Background: an optimization exercise with open tools, aiming at small area, a short achievable clock period and few clock cycles per item. Do not read the settings as production practice. No functional check of the RTL was part of any run shown here.

==> flow/design.v (outline; a module is shown in full before it is edited, if it fits) <==
// module dense_layer: 3564 lines
module dense_layer #(
    parameter int NUM_INPUTS    = 4,
    parameter int NUM_OUTPUTS   = 4,
    parameter int FP_TOTAL_BITS = 16,
    parameter int FP_FRAC_BITS  = 8
) (
    input  logic                                                      clk,
    input  logic                                                      reset,
    input  logic                                                      start,
    input  logic [NUM_INPUTS-1:0][FP_TOTAL_BITS-1:0]                  input_vector,
    input  logic [NUM_OUTPUTS-1:0][NUM_INPUTS-1:0][FP_TOTAL_BITS-1:0] weight_matrix,
    input  logic [NUM_OUTPUTS-1:0][FP_TOTAL_BITS-1:0]                 bias_vector,
    output logic [NUM_OUTPUTS-1:0][FP_TOTAL_BITS-1:0]                 layer_out,
    output logic                                                      busy,
    output logic                                                      done
);
  // ...
==> flow/run.sh <==
#!/bin/bash
# synth_recipe.tcl (not shown) runs the flow's synth.tcl, then flattens the netlist and writes it again
# the make line also repeats each setting of config.mk as NAME=value (left out here)
make -C /OpenROAD-flow-scripts/flow DESIGN_CONFIG=/design/flow/config.mk WORK_HOME=/design/flow/orfs CLKGATE_MAP_FILE= SYNTH_SCRIPT=/design/flow/synth_recipe.tcl finish
==> flow/config.mk <==
export PLATFORM = sky130hd
export DESIGN_NAME = dense_layer
export DESIGN_NICKNAME = dense_layer
export VERILOG_FILES = /design/flow/design.v
export SDC_FILE = /design/flow/constraint.sdc
export NUM_CORES = 4
export LEC_CHECK = 0
export ABC_AREA = 1
export CAP_MARGIN = 20
export CORE_MARGIN = 2
export CORE_UTILIZATION = 40
export SLEW_MARGIN = 20
==> flow/constraint.sdc <==
create_clock -name core_clock -period 10.0 [get_ports {clk}]
set_input_delay 2.0000 -clock core_clock [delete_from_list [all_inputs] [get_ports {clk}]]
set_output_delay 2.0000 -clock core_clock [all_outputs]
set_load 0.01 [all_outputs]
==> results.cfg, run 1 <==
[yosys]
yosysSeqAreaShare = 0.269
ys_ff_latch = 453
yosys.area_share.adder = 0.286
synth_compound_area_frac = 0.103

[critical_path]
path_delay_family = adder cells
worstReg2RegStart = xr2[3]
end_kind = flop

[sta]
hold_viol = 0
setup_slack_ns = 0.674
rsz0062_at_grt = false
hold_slack_ns = 0.418

[cts]
cts_setup_buffers = 0
cts_sinks = 453

[cells_and_area]
mostFrequentLayoutCell = nand2_1
layout-drive-gt1-share = 0.0329
nMultiInputCombCells = 2986
n_all_buffers = 501
seq_area_frac = 0.227

[hold_path]
min_to = wr0[23]
hold_path_startpoint = wr1[23]

[routing]
drcViolationCount = 0
wire_per_inst_um = 23.7
initialDrtViolationCount = 3352
final_antenna_net_count = 0

[global_route]
grt_pass1_vias = 31300

[die]
n_tap_cell = 1265
die_h_um = 314
start_util = 0.404
placementRows = 113
ios = 453

[status]
status = complete, no violations

[placed_design]
dpl_cell_area_um2 = 44100
==> run 2, diff against run 1 <==
--- a/flow/design.v
+++ b/flow/design.v
@@ -9,17 +9,17 @@
     input  logic                                                      start,
     input  logic [NUM_INPUTS-1:0][FP_TOTAL_BITS-1:0]                  input_vector,
     input  logic [NUM_OUTPUTS-1:0][NUM_INPUTS-1:0][FP_TOTAL_BITS-1:0] weight_matrix,
     input  logic [NUM_OUTPUTS-1:0][FP_TOTAL_BITS-1:0]                 bias_vector,
     output logic [NUM_OUTPUTS-1:0][FP_TOTAL_BITS-1:0]                 layer_out,
     output logic                                                      busy,
     output logic                                                      done
 );
-    localparam logic [2:0] C_LAST = 3'd3;
+    localparam logic [2:0] C_LAST = 3'd4;
     logic        r_busy, r_done;
     logic [2:0]  r_cnt;
     logic [15:0] xr0, xr1, xr2, xr3;
     logic [3:0][15:0] wr0, wr1, wr2, wr3;
     logic [15:0] br0, br1, br2, br3;
     logic [15:0] w0_0, w0_1, w0_2, w0_3, b0r;
     logic [3:0][15:0] r_out;
     logic [33:0] fa_a, fa_b, sum;
@@ -1519,16 +1519,17 @@
     logic s1414;
     logic c1415;
     logic s1416;
     logic c1417;
     logic s1418;
     logic c1419;
     logic s1420;
     logic c1421;
+    logic [184:0] pipe1;
     logic s1422;
     logic c1423;
     logic s1424;
     logic c1425;
     logic s1426;
     logic c1427;
     logic s1428;
     logic c1429;
@@ -3284,142 +3285,142 @@
     assign s1414 = pp527 ^ pp542 ^ c1249;
     assign c1415 = (pp527 & pp542) | (pp527 & c1249) | (pp542 & c1249);
     assign s1416 = c1251 ^ c1253 ^ s1254;
     assign c1417 = (c1251 & c1253) | (c1251 & s1254) | (c1253 & s1254);
     assign s1418 = pp135 ^ pp271 ^ pp407;
     assign c1419 = (pp135 & pp271) | (pp135 & pp407) | (pp271 & pp407);
     assign s1420 = pp543 ^ 1'b1;
     assign c1421 = pp543 & 1'b1;
-    assign s1422 = b_neg1_0 ^ pp273 ^ b_neg2_0;
-    assign c1423 = (b_neg1_0 & pp273) | (b_neg1_0 & b_neg2_0) | (pp273 & b_neg2_0);
-    assign s1424 = pp2 ^ pp138 ^ pp274;
-    assign c1425 = (pp2 & pp138) | (pp2 & pp274) | (pp138 & pp274);
-    assign s1426 = pp426 ^ b_neg3_1 ^ s1060;
-    assign c1427 = (pp426 & b_neg3_1) | (pp426 & s1060) | (b_neg3_1 & s1060);
-    assign s1428 = s1062 ^ s1258;
-    assign c1429 = s1062 & s1258;
-    assign s1430 = s1064 ^ c1259 ^ c1261;
-    assign c1431 = (s1064 & c1259) | (s1064 & c1261) | (c1259 & c1261);
-    assign s1432 = s1262 ^ s1264 ^ s1266;
-    assign c1433 = (s1262 & s1264) | (s1262 & s1266) | (s1264 & s1266);
-    assign s1434 = c1263 ^ c1265 ^ c1267;
-    assign c1435 = (c1263 & c1265) | (c1263 & c1267) | (c1265 & c1267);
-    assign s1436 = s1268 ^ s1270 ^ s1272;
-    assign c1437 = (s1268 & s1270) | (s1268 & s1272) | (s1270 & s1272);
-    assign s1438 = c1269 ^ c1271 ^ c1273;
-    assign c1439 = (c1269 & c1271) | (c1269 & c1273) | (c1271 & c1273);
-    assign s1440 = s1274 ^ s1276 ^ s1278;
-    assign c1441 = (s1274 & s1276) | (s1274 & s1278) | (s1276 & s1278);
-    assign s1442 = c1275 ^ c1277 ^ c1279;
-    assign c1443 = (c1275 & c1277) | (c1275 & c1279) | (c1277 & c1279);
-    assign s1444 = s1280 ^ s1282 ^ s1284;
-    assign c1445 = (s1280 & s1282) | (s1280 & s1284) | (s1282 & s1284);
-    assign s1446 = c1281 ^ c1283 ^ c1285;
-    assign c1447 = (c1281 & c1283) | (c1281 & c1285) | (c1283 & c1285);
-    assign s1448 = s1286 ^ s1288 ^ s1290;
-    assign c1449 = (s1286 & s1288) | (s1286 & s1290) | (s1288 & s1290);
-    assign s1450 = c1287 ^ c1289 ^ c1291;
-    assign c1451 = (c1287 & c1289) | (c1287 & c1291) | (c1289 & c1291);
-    assign s1452 = s1292 ^ s1294 ^ s1296;
-    assign c1453 = (s1292 & s1294) | (s1292 & s1296) | (s1294 & s1296);
-    assign s1454 = c1293 ^ c1295 ^ c1297;
-    assign c1455 = (c1293 & c1295) | (c1293 & c1297) | (c1295 & c1297);
-    assign s1456 = s1298 ^ s1300 ^ s1302;
-    assign c1457 = (s1298 & s1300) | (s1298 & s1302) | (s1300 & s1302);
-    assign s1458 = c1299 ^ c1301 ^ c1303;
-    assign c1459 = (c1299 & c1301) | (c1299 & c1303) | (c1301 & c1303);
-    assign s1460 = s1304 ^ s1306 ^ s1308;
-    assign c1461 = (s1304 & s1306) | (s1304 & s1308) | (s1306 & s1308);
-    assign s1462 = c1305 ^ c1307 ^ c1309;
-    assign c1463 = (c1305 & c1307) | (c1305 & c1309) | (c1307 & c1309);
-    assign s1464 = s1310 ^ s1312 ^ s1314;
-    assign c1465 = (s1310 & s1312) | (s1310 & s1314) | (s1312 & s1314);
-    assign s1466 = c1311 ^ c1313 ^ c1315;
-    assign c1467 = (c1311 & c1313) | (c1311 & c1315) | (c1313 & c1315);
-    assign s1468 = s1316 ^ s1318 ^ s1320;
-    assign c1469 = (s1316 & s1318) | (s1316 & s1320) | (s1318 & s1320);
-    assign s1470 = c1317 ^ c1319 ^ c1321;
-    assign c1471 = (c1317 & c1319) | (c1317 & c1321) | (c1319 & c1321);
-    assign s1472 = s1322 ^ s1324 ^ s1326;
-    assign c1473 = (s1322 & s1324) | (s1322 & s1326) | (s1324 & s1326);
-    assign s1474 = c1323 ^ c1325 ^ c1327;
-    assign c1475 = (c1323 & c1325) | (c1323 & c1327) | (c1325 & c1327);
-    assign s1476 = s1328 ^ s1330 ^ s1332;
-    assign c1477 = (s1328 & s1330) | (s1328 & s1332) | (s1330 & s1332);
-    assign s1478 = c1329 ^ c1331 ^ c1333;
-    assign c1479 = (c1329 & c1331) | (c1329 & c1333) | (c1331 & c1333);
-    assign s1480 = s1334 ^ s1336 ^ s1338;
-    assign c1481 = (s1334 & s1336) | (s1334 & s1338) | (s1336 & s1338);
-    assign s1482 = c1335 ^ c1337 ^ c1339;
-    assign c1483 = (c1335 & c1337) | (c1335 & c1339) | (c1337 & c1339);
-    assign s1484 = s1340 ^ s1342 ^ s1344;
-    assign c1485 = (s1340 & s1342) | (s1340 & s1344) | (s1342 & s1344);
-    assign s1486 = c1341 ^ c1343 ^ c1345;
-    assign c1487 = (c1341 & c1343) | (c1341 & c1345) | (c1343 & c1345);
-    assign s1488 = s1346 ^ s1348 ^ s1350;
-    assign c1489 = (s1346 & s1348) | (s1346 & s1350) | (s1348 & s1350);
-    assign s1490 = c1347 ^ c1349 ^ c1351;
-    assign c1491 = (c1347 & c1349) | (c1347 & c1351) | (c1349 & c1351);
-    assign s1492 = s1352 ^ s1354 ^ s1356;
-    assign c1493 = (s1352 & s1354) | (s1352 & s1356) | (s1354 & s1356);
-    assign s1494 = c1353 ^ c1355 ^ c1357;
-    assign c1495 = (c1353 & c1355) | (c1353 & c1357) | (c1355 & c1357);
-    assign s1496 = s1358 ^ s1360 ^ s1362;
-    assign c1497 = (s1358 & s1360) | (s1358 & s1362) | (s1360 & s1362);
-    assign s1498 = c1359 ^ c1361 ^ c1363;
-    assign c1499 = (c1359 & c1361) | (c1359 & c1363) | (c1361 & c1363);
-    assign s1500 = s1364 ^ s1366 ^ s1368;
-    assign c1501 = (s1364 & s1366) | (s1364 & s1368) | (s1366 & s1368);
-    assign s1502 = c1365 ^ c1367 ^ c1369;
-    assign c1503 = (c1365 & c1367) | (c1365 & c1369) | (c1367 & c1369);
-    assign s1504 = s1370 ^ s1372 ^ s1374;
-    assign c1505 = (s1370 & s1372) | (s1370 & s1374) | (s1372 & s1374);
-    assign s1506 = c1371 ^ c1373 ^ c1375;
-    assign c1507 = (c1371 & c1373) | (c1371 & c1375) | (c1373 & c1375);
-    assign s1508 = s1376 ^ s1378 ^ s1380;
-    assign c1509 = (s1376 & s1378) | (s1376 & s1380) | (s1378 & s1380);
-    assign s1510 = c1377 ^ c1379 ^ c1381;
-    assign c1511 = (c1377 & c1379) | (c1377 & c1381) | (c1379 & c1381);
-    assign s1512 = s1382 ^ s1384 ^ s1386;
-    assign c1513 = (s1382 & s1384) | (s1382 & s1386) | (s1384 & s1386);
-    assign s1514 = c1383 ^ c1385 ^ c1387;
-    assign c1515 = (c1383 & c1385) | (c1383 & c1387) | (c1385 & c1387);
-    assign s1516 = s1388 ^ s1390 ^ s1392;
-    assign c1517 = (s1388 & s1390) | (s1388 & s1392) | (s1390 & s1392);
-    assign s1518 = c1389 ^ c1391 ^ c1393;
-    assign c1519 = (c1389 & c1391) | (c1389 & c1393) | (c1391 & c1393);
-    assign s1520 = s1394 ^ s1396 ^ s1398;
-    assign c1521 = (s1394 & s1396) | (s1394 & s1398) | (s1396 & s1398);
-    assign s1522 = c1395 ^ c1397 ^ c1399;
-    assign c1523 = (c1395 & c1397) | (c1395 & c1399) | (c1397 & c1399);
-    assign s1524 = s1400 ^ s1402 ^ s1404;
-    assign c1525 = (s1400 & s1402) | (s1400 & s1404) | (s1402 & s1404);
-    assign s1526 = c1401 ^ c1403 ^ c1405;
-    assign c1527 = (c1401 & c1403) | (c1401 & c1405) | (c1403 & c1405);
-    assign s1528 = s1406 ^ s1408 ^ s1410;
-    assign c1529 = (s1406 & s1408) | (s1406 & s1410) | (s1408 & s1410);
-    assign s1530 = c1407 ^ c1409 ^ c1411;
-    assign c1531 = (c1407 & c1409) | (c1407 & c1411) | (c1409 & c1411);
-    assign s1532 = s1412 ^ s1414 ^ s1416;
-    assign c1533 = (s1412 & s1414) | (s1412 & s1416) | (s1414 & s1416);
-    assign s1534 = c1255 ^ c1413 ^ c1415;
-    assign c1535 = (c1255 & c1413) | (c1255 & c1415) | (c1413 & c1415);
-    assign s1536 = c1417 ^ s1418 ^ s1420;
-    assign c1537 = (c1417 & s1418) | (c1417 & s1420) | (s1418 & s1420);
-    assign s1538 = pp136 ^ pp272 ^ pp408;
-    assign c1539 = (pp136 & pp272) | (pp136 & pp408) | (pp272 & pp408);
-    assign s1540 = pp544 ^ c1419 ^ c1421;
-    assign c1541 = (pp544 & c1419) | (pp544 & c1421) | (c1419 & c1421);
-    assign s1542 = pp409 ^ b_neg3_0;
-    assign c1543 = pp409 & b_neg3_0;
-    assign s1544 = pp410 ^ c1257 ^ c1423;
-    assign c1545 = (pp410 & c1257) | (pp410 & c1423) | (c1257 & c1423);
-    assign s1546 = s1260 ^ c1425 ^ s1426;
-    assign c1547 = (s1260 & c1425) | (s1260 & s1426) | (c1425 & s1426);
+    assign s1422 = pipe1[0] ^ pipe1[1] ^ pipe1[2];
+    assign c1423 = (pipe1[0] & pipe1[1]) | (pipe1[0] & pipe1[2]) | (pipe1[1] & pipe1[2]);
+    assign s1424 = pipe1[6] ^ pipe1[7] ^ pipe1[8];
+    assign c1425 = (pipe1[6] & pipe1[7]) | (pipe1[6] & pipe1[8]) | (pipe1[7] & pipe1[8]);
+    assign s1426 = pipe1[11] ^ pipe1[12] ^ pipe1[13];
+    assign c1427 = (pipe1[11] & pipe1[12]) | (pipe1[11] & pipe1[13]) | (pipe1[12] & pipe1[13]);
+    assign s1428 = pipe1[14] ^ pipe1[15];
+    assign c1429 = pipe1[14] & pipe1[15];
+    assign s1430 = pipe1[17] ^ pipe1[18] ^ pipe1[19];
+    assign c1431 = (pipe1[17] & pipe1[18]) | (pipe1[17] & pipe1[19]) | (pipe1[18] & pipe1[19]);
+    assign s1432 = pipe1[20] ^ pipe1[21] ^ pipe1[22];
+    assign c1433 = (pipe1[20] & pipe1[21]) | (pipe1[20] & pipe1[22]) | (pipe1[21] & pipe1[22]);
+    assign s1434 = pipe1[23] ^ pipe1[24] ^ pipe1[25];
+    assign c1435 = (pipe1[23] & pipe1[24]) | (pipe1[23] & pipe1[25]) | (pipe1[24] & pipe1[25]);
+    assign s1436 = pipe1[26] ^ pipe1[27] ^ pipe1[28];
+    assign c1437 = (pipe1[26] & pipe1[27]) | (pipe1[26] & pipe1[28]) | (pipe1[27] & pipe1[28]);
+    assign s1438 = pipe1[29] ^ pipe1[30] ^ pipe1[31];
+    assign c1439 = (pipe1[29] & pipe1[30]) | (pipe1[29] & pipe1[31]) | (pipe1[30] & pipe1[31]);
+    assign s1440 = pipe1[32] ^ pipe1[33] ^ pipe1[34];
+    assign c1441 = (pipe1[32] & pipe1[33]) | (pipe1[32] & pipe1[34]) | (pipe1[33] & pipe1[34]);
+    assign s1442 = pipe1[35] ^ pipe1[36] ^ pipe1[37];
+    assign c1443 = (pipe1[35] & pipe1[36]) | (pipe1[35] & pipe1[37]) | (pipe1[36] & pipe1[37]);
+    assign s1444 = pipe1[38] ^ pipe1[39] ^ pipe1[40];
+    assign c1445 = (pipe1[38] & pipe1[39]) | (pipe1[38] & pipe1[40]) | (pipe1[39] & pipe1[40]);
+    assign s1446 = pipe1[41] ^ pipe1[42] ^ pipe1[43];
+    assign c1447 = (pipe1[41] & pipe1[42]) | (pipe1[41] & pipe1[43]) | (pipe1[42] & pipe1[43]);
+    assign s1448 = pipe1[44] ^ pipe1[45] ^ pipe1[46];
+    assign c1449 = (pipe1[44] & pipe1[45]) | (pipe1[44] & pipe1[46]) | (pipe1[45] & pipe1[46]);
+    assign s1450 = pipe1[47] ^ pipe1[48] ^ pipe1[49];
+    assign c1451 = (pipe1[47] & pipe1[48]) | (pipe1[47] & pipe1[49]) | (pipe1[48] & pipe1[49]);
+    assign s1452 = pipe1[50] ^ pipe1[51] ^ pipe1[52];
+    assign c1453 = (pipe1[50] & pipe1[51]) | (pipe1[50] & pipe1[52]) | (pipe1[51] & pipe1[52]);
+    assign s1454 = pipe1[53] ^ pipe1[54] ^ pipe1[55];
+    assign c1455 = (pipe1[53] & pipe1[54]) | (pipe1[53] & pipe1[55]) | (pipe1[54] & pipe1[55]);
+    assign s1456 = pipe1[56] ^ pipe1[57] ^ pipe1[58];
+    assign c1457 = (pipe1[56] & pipe1[57]) | (pipe1[56] & pipe1[58]) | (pipe1[57] & pipe1[58]);
+    assign s1458 = pipe1[59] ^ pipe1[60] ^ pipe1[61];
+    assign c1459 = (pipe1[59] & pipe1[60]) | (pipe1[59] & pipe1[61]) | (pipe1[60] & pipe1[61]);
+    assign s1460 = pipe1[62] ^ pipe1[63] ^ pipe1[64];
+    assign c1461 = (pipe1[62] & pipe1[63]) | (pipe1[62] & pipe1[64]) | (pipe1[63] & pipe1[64]);
+    assign s1462 = pipe1[65] ^ pipe1[66] ^ pipe1[67];
+    assign c1463 = (pipe1[65] & pipe1[66]) | (pipe1[65] & pipe1[67]) | (pipe1[66] & pipe1[67]);
+    assign s1464 = pipe1[68] ^ pipe1[69] ^ pipe1[70];
+    assign c1465 = (pipe1[68] & pipe1[69]) | (pipe1[68] & pipe1[70]) | (pipe1[69] & pipe1[70]);
+    assign s1466 = pipe1[71] ^ pipe1[72] ^ pipe1[73];
+    assign c1467 = (pipe1[71] & pipe1[72]) | (pipe1[71] & pipe1[73]) | (pipe1[72] & pipe1[73]);
+    assign s1468 = pipe1[74] ^ pipe1[75] ^ pipe1[76];
+    assign c1469 = (pipe1[74] & pipe1[75]) | (pipe1[74] & pipe1[76]) | (pipe1[75] & pipe1[76]);
+    assign s1470 = pipe1[77] ^ pipe1[78] ^ pipe1[79];
+    assign c1471 = (pipe1[77] & pipe1[78]) | (pipe1[77] & pipe1[79]) | (pipe1[78] & pipe1[79]);
+    assign s1472 = pipe1[80] ^ pipe1[81] ^ pipe1[82];
+    assign c1473 = (pipe1[80] & pipe1[81]) | (pipe1[80] & pipe1[82]) | (pipe1[81] & pipe1[82]);
+    assign s1474 = pipe1[83] ^ pipe1[84] ^ pipe1[85];
+    assign c1475 = (pipe1[83] & pipe1[84]) | (pipe1[83] & pipe1[85]) | (pipe1[84] & pipe1[85]);
+    assign s1476 = pipe1[86] ^ pipe1[87] ^ pipe1[88];
+    assign c1477 = (pipe1[86] & pipe1[87]) | (pipe1[86] & pipe1[88]) | (pipe1[87] & pipe1[88]);
+    assign s1478 = pipe1[89] ^ pipe1[90] ^ pipe1[91];
+    assign c1479 = (pipe1[89] & pipe1[90]) | (pipe1[89] & pipe1[91]) | (pipe1[90] & pipe1[91]);
+    assign s1480 = pipe1[92] ^ pipe1[93] ^ pipe1[94];
+    assign c1481 = (pipe1[92] & pipe1[93]) | (pipe1[92] & pipe1[94]) | (pipe1[93] & pipe1[94]);
+    assign s1482 = pipe1[95] ^ pipe1[96] ^ pipe1[97];
+    assign c1483 = (pipe1[95] & pipe1[96]) | (pipe1[95] & pipe1[97]) | (pipe1[96] & pipe1[97]);
+    assign s1484 = pipe1[98] ^ pipe1[99] ^ pipe1[100];
+    assign c1485 = (pipe1[98] & pipe1[99]) | (pipe1[98] & pipe1[100]) | (pipe1[99] & pipe1[100]);
+    assign s1486 = pipe1[101] ^ pipe1[102] ^ pipe1[103];
+    assign c1487 = (pipe1[101] & pipe1[102]) | (pipe1[101] & pipe1[103]) | (pipe1[102] & pipe1[103]);
+    assign s1488 = pipe1[104] ^ pipe1[105] ^ pipe1[106];
+    assign c1489 = (pipe1[104] & pipe1[105]) | (pipe1[104] & pipe1[106]) | (pipe1[105] & pipe1[106]);
+    assign s1490 = pipe1[107] ^ pipe1[108] ^ pipe1[109];
+    assign c1491 = (pipe1[107] & pipe1[108]) | (pipe1[107] & pipe1[109]) | (pipe1[108] & pipe1[109]);
+    assign s1492 = pipe1[110] ^ pipe1[111] ^ pipe1[112];
+    assign c1493 = (pipe1[110] & pipe1[111]) | (pipe1[110] & pipe1[112]) | (pipe1[111] & pipe1[112]);
+    assign s1494 = pipe1[113] ^ pipe1[114] ^ pipe1[115];
+    assign c1495 = (pipe1[113] & pipe1[114]) | (pipe1[113] & pipe1[115]) | (pipe1[114] & pipe1[115]);
+    assign s1496 = pipe1[116] ^ pipe1[117] ^ pipe1[118];
+    assign c1497 = (pipe1[116] & pipe1[117]) | (pipe1[116] & pipe1[118]) | (pipe1[117] & pipe1[118]);
+    assign s1498 = pipe1[119] ^ pipe1[120] ^ pipe1[121];
+    assign c1499 = (pipe1[119] & pipe1[120]) | (pipe1[119] & pipe1[121]) | (pipe1[120] & pipe1[121]);
+    assign s1500 = pipe1[122] ^ pipe1[123] ^ pipe1[124];
+    assign c1501 = (pipe1[122] & pipe1[123]) | (pipe1[122] & pipe1[124]) | (pipe1[123] & pipe1[124]);
+    assign s1502 = pipe1[125] ^ pipe1[126] ^ pipe1[127];
+    assign c1503 = (pipe1[125] & pipe1[126]) | (pipe1[125] & pipe1[127]) | (pipe1[126] & pipe1[127]);
+    assign s1504 = pipe1[128] ^ pipe1[129] ^ pipe1[130];
+    assign c1505 = (pipe1[128] & pipe1[129]) | (pipe1[128] & pipe1[130]) | (pipe1[129] & pipe1[130]);
+    assign s1506 = pipe1[131] ^ pipe1[132] ^ pipe1[133];
+    assign c1507 = (pipe1[131] & pipe1[132]) | (pipe1[131] & pipe1[133]) | (pipe1[132] & pipe1[133]);
+    assign s1508 = pipe1[134] ^ pipe1[135] ^ pipe1[136];
+    assign c1509 = (pipe1[134] & pipe1[135]) | (pipe1[134] & pipe1[136]) | (pipe1[135] & pipe1[136]);
+    assign s1510 = pipe1[137] ^ pipe1[138] ^ pipe1[139];
+    assign c1511 = (pipe1[137] & pipe1[138]) | (pipe1[137] & pipe1[139]) | (pipe1[138] & pipe1[139]);
+    assign s1512 = pipe1[140] ^ pipe1[141] ^ pipe1[142];
+    assign c1513 = (pipe1[140] & pipe1[141]) | (pipe1[140] & pipe1[142]) | (pipe1[141] & pipe1[142]);
+    assign s1514 = pipe1[143] ^ pipe1[144] ^ pipe1[145];
+    assign c1515 = (pipe1[143] & pipe1[144]) | (pipe1[143] & pipe1[145]) | (pipe1[144] & pipe1[145]);
+    assign s1516 = pipe1[146] ^ pipe1[147] ^ pipe1[148];
+    assign c1517 = (pipe1[146] & pipe1[147]) | (pipe1[146] & pipe1[148]) | (pipe1[147] & pipe1[148]);
+    assign s1518 = pipe1[149] ^ pipe1[150] ^ pipe1[151];
+    assign c1519 = (pipe1[149] & pipe1[150]) | (pipe1[149] & pipe1[151]) | (pipe1[150] & pipe1[151]);
+    assign s1520 = pipe1[152] ^ pipe1[153] ^ pipe1[154];
+    assign c1521 = (pipe1[152] & pipe1[153]) | (pipe1[152] & pipe1[154]) | (pipe1[153] & pipe1[154]);
+    assign s1522 = pipe1[155] ^ pipe1[156] ^ pipe1[157];
+    assign c1523 = (pipe1[155] & pipe1[156]) | (pipe1[155] & pipe1[157]) | (pipe1[156] & pipe1[157]);
+    assign s1524 = pipe1[158] ^ pipe1[159] ^ pipe1[160];
+    assign c1525 = (pipe1[158] & pipe1[159]) | (pipe1[158] & pipe1[160]) | (pipe1[159] & pipe1[160]);
+    assign s1526 = pipe1[161] ^ pipe1[162] ^ pipe1[163];
+    assign c1527 = (pipe1[161] & pipe1[162]) | (pipe1[161] & pipe1[163]) | (pipe1[162] & pipe1[163]);
+    assign s1528 = pipe1[164] ^ pipe1[165] ^ pipe1[166];
+    assign c1529 = (pipe1[164] & pipe1[165]) | (pipe1[164] & pipe1[166]) | (pipe1[165] & pipe1[166]);
+    assign s1530 = pipe1[167] ^ pipe1[168] ^ pipe1[169];
+    assign c1531 = (pipe1[167] & pipe1[168]) | (pipe1[167] & pipe1[169]) | (pipe1[168] & pipe1[169]);
+    assign s1532 = pipe1[170] ^ pipe1[171] ^ pipe1[172];
+    assign c1533 = (pipe1[170] & pipe1[171]) | (pipe1[170] & pipe1[172]) | (pipe1[171] & pipe1[172]);
+    assign s1534 = pipe1[173] ^ pipe1[174] ^ pipe1[175];
+    assign c1535 = (pipe1[173] & pipe1[174]) | (pipe1[173] & pipe1[175]) | (pipe1[174] & pipe1[175]);
+    assign s1536 = pipe1[176] ^ pipe1[177] ^ pipe1[178];
+    assign c1537 = (pipe1[176] & pipe1[177]) | (pipe1[176] & pipe1[178]) | (pipe1[177] & pipe1[178]);
+    assign s1538 = pipe1[179] ^ pipe1[180] ^ pipe1[181];
+    assign c1539 = (pipe1[179] & pipe1[180]) | (pipe1[179] & pipe1[181]) | (pipe1[180] & pipe1[181]);
+    assign s1540 = pipe1[182] ^ pipe1[183] ^ pipe1[184];
+    assign c1541 = (pipe1[182] & pipe1[183]) | (pipe1[182] & pipe1[184]) | (pipe1[183] & pipe1[184]);
+    assign s1542 = pipe1[3] ^ pipe1[4];
+    assign c1543 = pipe1[3] & pipe1[4];
+    assign s1544 = pipe1[9] ^ pipe1[10] ^ c1423;
+    assign c1545 = (pipe1[9] & pipe1[10]) | (pipe1[9] & c1423) | (pipe1[10] & c1423);
+    assign s1546 = pipe1[16] ^ c1425 ^ s1426;
+    assign c1547 = (pipe1[16] & c1425) | (pipe1[16] & s1426) | (c1425 & s1426);
     assign s1548 = c1427 ^ c1429 ^ s1430;
     assign c1549 = (c1427 & c1429) | (c1427 & s1430) | (c1429 & s1430);
     assign s1550 = c1431 ^ c1433 ^ s1434;
     assign c1551 = (c1431 & c1433) | (c1431 & s1434) | (c1433 & s1434);
     assign s1552 = c1435 ^ c1437 ^ s1438;
     assign c1553 = (c1435 & c1437) | (c1435 & s1438) | (c1437 & s1438);
     assign s1554 = c1439 ^ c1441 ^ s1442;
     assign c1555 = (c1439 & c1441) | (c1439 & s1442) | (c1441 & s1442);
@@ -3468,18 +3469,18 @@
     assign s1598 = c1527 ^ c1529 ^ s1530;
     assign c1599 = (c1527 & c1529) | (c1527 & s1530) | (c1529 & s1530);
     assign s1600 = c1531 ^ c1533 ^ s1534;
     assign c1601 = (c1531 & c1533) | (c1531 & s1534) | (c1533 & s1534);
     assign s1602 = c1535 ^ c1537 ^ s1538;
     assign c1603 = (c1535 & c1537) | (c1535 & s1538) | (c1537 & s1538);
     assign s1604 = 1'b1 ^ c1539;
     assign c1605 = 1'b1 & c1539;
-    assign s1606 = s1256 ^ s1422;
-    assign c1607 = s1256 & s1422;
+    assign s1606 = pipe1[5] ^ s1422;
+    assign c1607 = pipe1[5] & s1422;
     assign s1608 = s1424 ^ c1543 ^ s1544;
     assign c1609 = (s1424 & c1543) | (s1424 & s1544) | (c1543 & s1544);
     assign s1610 = s1428 ^ c1545 ^ s1546;
     assign c1611 = (s1428 & c1545) | (s1428 & s1546) | (c1545 & s1546);
     assign s1612 = s1432 ^ c1547 ^ s1548;
     assign c1613 = (s1432 & c1547) | (s1432 & s1548) | (c1547 & s1548);
     assign s1614 = s1436 ^ c1549 ^ s1550;
     assign c1615 = (s1436 & c1549) | (s1436 & s1550) | (c1549 & s1550);
@@ -3535,16 +3536,17 @@
     assign c1665 = (s1536 & c1599) | (s1536 & s1600) | (c1599 & s1600);
     assign s1666 = s1540 ^ c1601 ^ s1602;
     assign c1667 = (s1540 & c1601) | (s1540 & s1602) | (c1601 & s1602);
     assign s1668 = c1541 ^ c1603 ^ s1604;
     assign c1669 = (c1541 & c1603) | (c1541 & s1604) | (c1603 & s1604);
     assign fa_a = {1'b1, c1605, c1667, c1665, c1663, c1661, c1659, c1657, c1655, c1653, c1651, c1649, c1647, c1645, c1643, c1641, c1639, c1637, c1635, c1633, c1631, c1629, c1627, c1625, c1623, c1621, c1619, c1617, c1615, c1613, c1611, c1609, c1607, s1542};
     assign fa_b = {1'b0, c1669, s1668, s1666, s1664, s1662, s1660, s1658, s1656, s1654, s1652, s1650, s1648, s1646, s1644, s1642, s1640, s1638, s1636, s1634, s1632, s1630, s1628, s1626, s1624, s1622, s1620, s1618, s1616, s1614, s1612, s1610, s1608, s1606};
     always_ff @(posedge clk) begin
+        pipe1 <= {c1421, c1419, pp544, pp408, pp272, pp136, s1420, s1418, c1417, c1415, c1413, c1255, s1416, s1414, s1412, c1411, c1409, c1407, s1410, s1408, s1406, c1405, c1403, c1401, s1404, s1402, s1400, c1399, c1397, c1395, s1398, s1396, s1394, c1393, c1391, c1389, s1392, s1390, s1388, c1387, c1385, c1383, s1386, s1384, s1382, c1381, c1379, c1377, s1380, s1378, s1376, c1375, c1373, c1371, s1374, s1372, s1370, c1369, c1367, c1365, s1368, s1366, s1364, c1363, c1361, c1359, s1362, s1360, s1358, c1357, c1355, c1353, s1356, s1354, s1352, c1351, c1349, c1347, s1350, s1348, s1346, c1345, c1343, c1341, s1344, s1342, s1340, c1339, c1337, c1335, s1338, s1336, s1334, c1333, c1331, c1329, s1332, s1330, s1328, c1327, c1325, c1323, s1326, s1324, s1322, c1321, c1319, c1317, s1320, s1318, s1316, c1315, c1313, c1311, s1314, s1312, s1310, c1309, c1307, c1305, s1308, s1306, s1304, c1303, c1301, c1299, s1302, s1300, s1298, c1297, c1295, c1293, s1296, s1294, s1292, c1291, c1289, c1287, s1290, s1288, s1286, c1285, c1283, c1281, s1284, s1282, s1280, c1279, c1277, c1275, s1278, s1276, s1274, c1273, c1271, c1269, s1272, s1270, s1268, c1267, c1265, c1263, s1266, s1264, s1262, c1261, c1259, s1064, s1260, s1258, s1062, s1060, b_neg3_1, pp426, c1257, pp410, pp274, pp138, pp2, s1256, b_neg3_0, pp409, b_neg2_0, pp273, b_neg1_0};
     end
     assign sum = fa_a + fa_b;
     always_comb begin
         if (sum[33:23] == {11{sum[33]}})
             y = sum[23:8];
         else if (sum[33])
             y = 16'h8000;
         else
--- a/flow/config.mk
+++ b/flow/config.mk
@@ -4,9 +4,10 @@
 export VERILOG_FILES = /design/flow/design.v
 export SDC_FILE = /design/flow/constraint.sdc
 export NUM_CORES = 4
 export LEC_CHECK = 0
 export ABC_AREA = 1
 export CAP_MARGIN = 20
 export CORE_MARGIN = 2
 export CORE_UTILIZATION = 40
+export SETUP_SLACK_MARGIN = 5
 export SLEW_MARGIN = 20
==> run 2 against run 1 <==
Highest routed layer unchanged. Wire length increased by 5.1%. Non-clock buffer count fell by 8. Die area is 11% higher. Global-route usage is 1.6 points lower. Critical path depth shrank 21. Cell count rose by 8.3%. Maximum frequency rose by 93%. Worst hold slack got worse by 0.0090 ns. Critical endpoint is now pipe1[118]. Clock skew increased by 0.014 ns. First-iteration DRC count fell by 6.3%.
==> results.cfg, run 2 <==
[yosys]
ys.flop_type = dfxtp_1
async_flop_share = 0
yosys_warnings = 1
post-synth-top-count-cell = nand2_1
ys_top_cells_by_count = 1093 x nand2_1, 855 x inv_1, 511 x fa_1
synth_fp_nets = 5741
ys_ff_latch = 638
syn_inst = 4777
synth_edf_count = 128
yosys.area.top_type_share = 0.239
netlist-cell-type-count = 41
yosysSeqAreaShare = 0.328
mappedNetlistArea_um2 = 42900
yosysTopAreaCell = fa_1
netlist_top_cells_area = fa_1 24%, dfxtp_1 24%, xor2_1 10%
avgSynthCellArea_um2 = 8.97

[hold_path]
min_delay_path_depth = 2
hold_class = flop to flop

[global_route]
gr-usage-met3 = 0.0652
overflow = 0
busiest_layer = met2
grt_pass1_wl_mm = 221
grtUsageTotal = 0.274
grtUsageMet2 = 0.432
grt_max_degree = 99
antenna_found_initial = 12
grt_pass1_vias = 33500
gr-usage-met1 = 0.347

[cts]
clock_latency_ns = 0.68
tritoncts = built
cts_root_buffer = clkbuf_16
clockBufferDepth = 3
numCtsBuffers = 73
cts.clk_slew.worst_paths_ns = 0.06
ctsHoldBuffers = 0
cts_sinks = 638
h-tree-depth = 3

[cells_and_area]
layout_common_cells = 1093 x nand2_1, 853 x inv_1, 511 x fa_1, 510 x xor2_1, 509 x dfxtp_1
final_nets = 6064
stdcell_count = 6567
final_core_util = 0.479
layout-area-overhead-vs-synth_pct = 19.1
layout-drive-gt1-share = 0.0446
largest_reg_flops = 185
regMostFlops = pipe1
mostFrequentLayoutCell = nand2_1

[die]
core-area_um2 = 107000
placementRows = 120
dieArea_um2 = 110000
start_util = 0.402
die_x_um = 331
die_h_um = 331
ios = 453

[placed_design]
dp.cells = 6416
post-dp-hpwl_mm = 121
gp_congestion = 1.04
io_buffers = 452

[routing]
drcViolationCount = 0
initialDrtViolationCount = 3141
num_vias = 33300
viasPerCell = 5.07
final_antenna_net_count = 0
drt-total-wl_mm = 151
dr.pass1.iters = 6
wire_per_inst_um = 23.0

[sta]
tns_ns = 0
fin_skew_ns = 0.0322
tightest_slew_ns = 1.15
rsz0062_at_grt = false
fmax_ghz = 0.207
maxSlewViolCount = 0
hold_viol = 0
layout_min_cycle_time_ns = 4.84
maxSlewHeadroom = 0.231
fin_crit_sh = 0.484
setup_viol_count_final = 0

[critical_path]
crit_required_ns = 10.55
reg2reg_depth = 9
cp.arrival_ns = 5.40
critPathLaunchType = flop
critical_path_class = flop to flop
worstPathMaxFanout = 15
end_kind = flop

[status]
status = complete, no violations

[run]
maxCapViolCount = 0
## run 2: cell types whose count changed in the layout (fill, tap and decap cells not counted), sizes merged, moves of 7 or more
| cell | previous run | this run |
|---|---|---|
| nand2 | 1049 | 1105 |
| o21ai | 82 | 67 |
| nand3 | 64 | 54 |
| a21oi | 58 | 51 |
| buf | 49 | 41 |
| clkbuf | 73 | 103 |
| clkinvlp | 0 | 7 |
| inv | 757 | 872 |
| dfxtp | 325 | 510 |
## run 2: cell families (layout without fill, tap and decap cells)
| family | Yosys count | in the layout | synth area share |
|---|---|---|---|
| flip-flops | 638 | 638 | 0.328 |
| multiplexers | 1 | 1 | 0.000263 |
| buffers and inverters | 1128 | 1510 | 0.0996 |
| other | 0 | 5 | 0 |
| AO/OA/AOI/OAI | 628 | 628 | 0.0893 |
| adder cells (fa/ha/maj) | 577 | 577 | 0.258 |
| XOR/XNOR | 522 | 522 | 0.107 |
| AND/OR/NAND/NOR | 1283 | 1283 | 0.118 |
## run 2: stage by stage
step	hold slack (ns)	cell area [um^2]	setup WS, ns
CTS	0.412	50900	4.92
finish	0.409	51000	5.16
global route	0.430	51000	5.00
floorplan	0.346	42900	5.60
detailed placement	0.407	48400	4.63
global placement	0.406	48400	4.71
## run 2: critical path, cell delays in order (launching register included)
cell and delay [ns]:
edfxtp_1 0.77, nor2_1 0.18, o21ai_1 0.92, o22ai_1 0.19, xor2_1 0.44, fa_1 0.57, fa_1 0.58, fa_1 0.56
inv_1 0.06, fa_1 0.46
## run 2: final timing paths
path / startpoint / end / slack (ns)
worst max-delay path: xr2[3] / pipe1[118] / 5.16
worst min-delay path: wr2[0] / wr1[0] / 0.41
worst max register to register: xr2[3] / pipe1[118] / 5.16
worst min register to register: wr2[0] / wr1[0] / 0.41
## run 2: repair_timing
item	in CTS	in global routing
gates resized for setup	5	18
pin swaps	0	2
endpoints found under the setup margin	27	50
setup buffers	0	11
## run 2: per-layer routing
metal | up-vias | part of all wire
li1 | 15400 | -
met4 | 6 | 0.061
met3 | 328 | 0.093
met2 | 1546 | 0.45
met1 | 16000 | 0.40
met5 | - | 0.00026
## run 2: area by class of cell
cell class	instances	area (um^2)
fillers	10400	55600
multi-input cells	3011	24600
flip-flops and latches	638	14100
repair buffers	493	4830
inverters	883	3340
clock buffers	103	2070
well taps	1403	1760
clock inverters	31	370
diodes	5	12.5

## re-timing with driven ports
In the flow no input, the clock included, has a driving cell. The finished layouts below were timed again as built, in two steps. Step 1 (the two cells are an assumption about what drives the block):
set clk [get_ports {clk}]
set_driving_cell -lib_cell sky130_fd_sc_hd__clkbuf_16 $clk
set_driving_cell -lib_cell sky130_fd_sc_hd__buf_2 [delete_from_list [all_inputs] $clk]
Step 2 adds t to the input delays and takes it off the output delays; t is the mean of the earliest and latest rising clock arrival at the registers after step 1. Input paths then give back, and output paths get back, about the clock's delay inside the block. Three values: no drivers, after step 1, after step 2; two values: the first two.
run | shift t [ns] | setup WS [ns] | hold slack, ns
run 1 | 0.700 | 0.674 / 0.674 / 0.674 | 0.418 / 0.418 / 0.418
run 2 | 0.736 | 5.158 / 5.158 / 5.158 | 0.409 / 0.409 / 0.409
After both steps every run listed still meets setup and hold.
